From an optimization exercise on the open Yosys and OpenROAD flow, aimed at small area; shortcuts taken in it are not production practice. The RTL was checked by simulation tests, not by an equivalence proof against the original design. Power figures rest on the tool's default switching activity, not on a simulated workload.

==> flow/design.v (excerpt) <==
module flight_core (
  input  logic               clk,
  input  logic               reset,
  input  logic               arm,
  input  logic               rc_valid,
  input  logic [10:0]        rc_throttle,
  input  logic [10:0]        rc_roll,
  input  logic [10:0]        rc_pitch,
  input  logic [10:0]        rc_yaw,
  input  logic               gyro_valid,
  input  logic [15:0]        gyro_roll,
  input  logic [15:0]        gyro_pitch,
  input  logic [15:0]        gyro_yaw,
  output logic               motor_1,
  output logic               motor_2,
  output logic               motor_3,
  output logic               motor_4
);
clock: 10.0 ns
lec_check: 0
cap_margin: 20
core_margin: 2
core_utilization: 40
cts_buf_list: sky130_fd_sc_hd__clkbuf_8
cts_cluster_diameter: 60
cts_cluster_size: 16
place_density: 0.6
slew_margin: 20
synth_hierarchical: 1
synth_minimum_keep_size: 0
run.sh (not shown) runs the stock make flow with config.mk's settings and CLKGATE_MAP_FILE= SYNTH_SCRIPT=/design/flow/synth_recipe.tcl, a recipe that flattens the netlist after the stock synthesis.
Next try:
==> flow/flow/run.sh (new file) <==
#!/bin/bash
# The standard layout, with the smallest buffer on the ports and a clock
# tree of small buffers without dummy loads. The make output goes to
# flow_make.log here; every tool's own log stays under orfs/logs.
set -euo pipefail
CTS="-sink_clustering_enable -repair_clock_nets -buf_list sky130_fd_sc_hd__clkbuf_4 -sink_clustering_size 10 -sink_clustering_max_diameter 50 -dont_use_dummy_load"
bash standard.sh \
  "BUFFER_PORTS_ARGS=-buffer_cell sky130_fd_sc_hd__buf_1" \
  "CTS_ARGS=$CTS" \
  finish > flow_make.log 2>&1
==> flow/standard.sh (new file) <==
#!/bin/bash
# synth_recipe.tcl (not shown) runs the flow's synth.tcl, then flattens the netlist and writes it again
# the make line also repeats each setting of config.mk as NAME=value (left out here)
make -C /OpenROAD-flow-scripts/flow DESIGN_CONFIG=/design/flow/config.mk WORK_HOME=/design/flow/orfs CLKGATE_MAP_FILE= SYNTH_SCRIPT=/design/flow/synth_recipe.tcl "${@:-finish}"
- CTS_BUF_LIST: sky130_fd_sc_hd__clkbuf_8 -> not set
- CTS_CLUSTER_DIAMETER: 60 -> not set
- CTS_CLUSTER_SIZE: 16 -> not set
removed: flow/run.sh
What happened: The changed run finished clean; die area does not change; global-route usage is lower by 0.60 points; wire length is lower by 2.7%; via count stays flat; total power is lower by 9.9%; critical path depth is lower by 2; sequential cell count stays the same; worst setup slack is worse by 0.031 ns; clock power is lower by 33%; final area is lower by 6.2%.

========
flight_core, a different RTL version from the one above (not shown whole).
==> flow/config.mk <==
export PLATFORM = sky130hd
export DESIGN_NAME = flight_core
export DESIGN_NICKNAME = flight_core
export VERILOG_FILES = /design/flow/design.v
export SDC_FILE = /design/flow/constraint.sdc
export NUM_CORES = 4
export LEC_CHECK = 0
export CAP_MARGIN = 0
export CORE_MARGIN = 2
export CORE_UTILIZATION = 40
export PLACE_DENSITY = 0.6
export SLEW_MARGIN = 0
export SYNTH_HIERARCHICAL = 1
export SYNTH_MINIMUM_KEEP_SIZE = 0
==> flow/constraint.sdc <==
create_clock -name core_clock -period 10.0 [get_ports {clk}]
set_input_delay 2.0000 -clock core_clock [delete_from_list [all_inputs] [get_ports {clk}]]
set_output_delay 2.0000 -clock core_clock [all_outputs]
set_load 0.01 [all_outputs]
standard.sh (not shown) runs the stock make flow with config.mk's settings and CLKGATE_MAP_FILE= SYNTH_SCRIPT=/design/flow/synth_recipe.tcl, a recipe that flattens the netlist after the stock synthesis.
==> flow/flow/run.sh <==
#!/bin/bash
# The standard layout, with the smallest buffer on the ports and a clock
# tree of small buffers without dummy loads. The make output goes to
# flow_make.log here; every tool's own log stays under orfs/logs.
set -euo pipefail
CTS="-sink_clustering_enable -repair_clock_nets -buf_list sky130_fd_sc_hd__clkbuf_4 -sink_clustering_size 10 -sink_clustering_max_diameter 50 -dont_use_dummy_load"
bash standard.sh \
  "BUFFER_PORTS_ARGS=-buffer_cell sky130_fd_sc_hd__buf_1" \
  "CTS_ARGS=$CTS" \
  finish > flow_make.log 2>&1
The starting point passed the timing, design-rule and antenna checks.
Rerun with:
Settings changed: CAP_MARGIN 0 to 20, CORE_UTILIZATION 40 to 55, PLACE_DENSITY 0.6 to 0.7, SLEW_MARGIN 0 to 20.
=>
- The new run completed without violations
- non-clock buffer count shrinks by 8
- fmax stays flat
- cell count went down by a little under a tenth
- worst hold slack loses 43 ps
- global-route usage came out higher by 6.2 points
Rerun with:
--- a/flow/flow/run.sh
+++ b/flow/flow/run.sh
@@ -6 +6 @@
-CTS="-sink_clustering_enable -repair_clock_nets -buf_list sky130_fd_sc_hd__clkbuf_4 -sink_clustering_size 10 -sink_clustering_max_diameter 50 -dont_use_dummy_load"
+CTS="-sink_clustering_enable -repair_clock_nets -buf_list sky130_fd_sc_hd__clkbuf_8 -sink_clustering_size 18 -sink_clustering_max_diameter 60 -dont_use_dummy_load"
=> Clock-buffer cell count goes down by 9. Non-clock buffer count does not change. Global-route usage is about the same. Setup slack loses 8.0 ps. Power grows slightly. Cell area rose slightly.
Rerun with:
--- a/flow/flow/run.sh
+++ b/flow/flow/run.sh
@@ -6 +6 @@
-CTS="-sink_clustering_enable -repair_clock_nets -buf_list sky130_fd_sc_hd__clkbuf_8 -sink_clustering_size 18 -sink_clustering_max_diameter 60 -dont_use_dummy_load"
+CTS="-sink_clustering_enable -repair_clock_nets -buf_list sky130_fd_sc_hd__clkbuf_4 -sink_clustering_size 10 -sink_clustering_max_diameter 50 -dont_use_dummy_load"
Settings changed: CORE_UTILIZATION 55 to 40, GPL_TIMING_DRIVEN set to 0, PLACE_DENSITY 0.7 to 0.6.
Outcome: Non-clock buffer count increases by 25; cell area rose by 1.7%; hold slack hardly moves; combinational power stays flat; synthesized area stays the same; die area came out higher by 37%; sequential share of layout area goes down by 0.62 points.
Rerun with:
Settings changed: CAP_MARGIN 20 to 0, CORE_UTILIZATION 40 to 55, GPL_TIMING_DRIVEN 0 to not set, PLACE_DENSITY 0.6 to 0.7, SLEW_MARGIN 20 to 0.
After rerunning: Core utilization increases by 17 points. Die area is lower by a quarter to a third. Worst setup slack gains 40 ps. Global-route usage increases by 6.3 points.

## re-timing with driven ports
The flow's constraints put no driver on any port. The routed layouts listed below were extracted and timed again, unchanged, in two steps.
Step 1: set_driving_cell puts a clkbuf_16 on clk and a buf_2 on each other input, an assumption about the parent block.
Step 2 moves the port delays by t, midway between the first and last clock arrival at a register: inputs arrive t later, outputs are due t later. That takes back most of the time a late clock gives input paths.
Slacks: ideal / step 1 / step 2; pairs: ideal / step 1.
run	t, ns	setup slack, ns	worst hold slack (ns)	worst data-port slew with drivers (ns)
the first run of note 1	0.591	0.253 / 0.253 / 0.253	0.420 / 0.420 / 0.420	0.04
the second run of note 1	0.728	0.222 / 0.222 / 0.222	0.400 / 0.400 / 0.400	0.04
the first run of note 2	0.733	0.230 / 0.230 / 0.230	0.422 / 0.422 / 0.422	0.04
the second run of note 2	0.696	0.226 / 0.226 / 0.226	0.379 / 0.379 / 0.379	0.06
the third run of note 2	0.552	0.218 / 0.218 / 0.218	0.379 / 0.379 / 0.379	0.06
the fourth run of note 2	0.698	0.191 / 0.191 / 0.191	0.378 / 0.378 / 0.378	0.06
the fifth run of note 2	0.724	0.231 / 0.231 / 0.231	0.373 / 0.373 / 0.373	0.06
After both steps setup and hold are still met in every run listed.
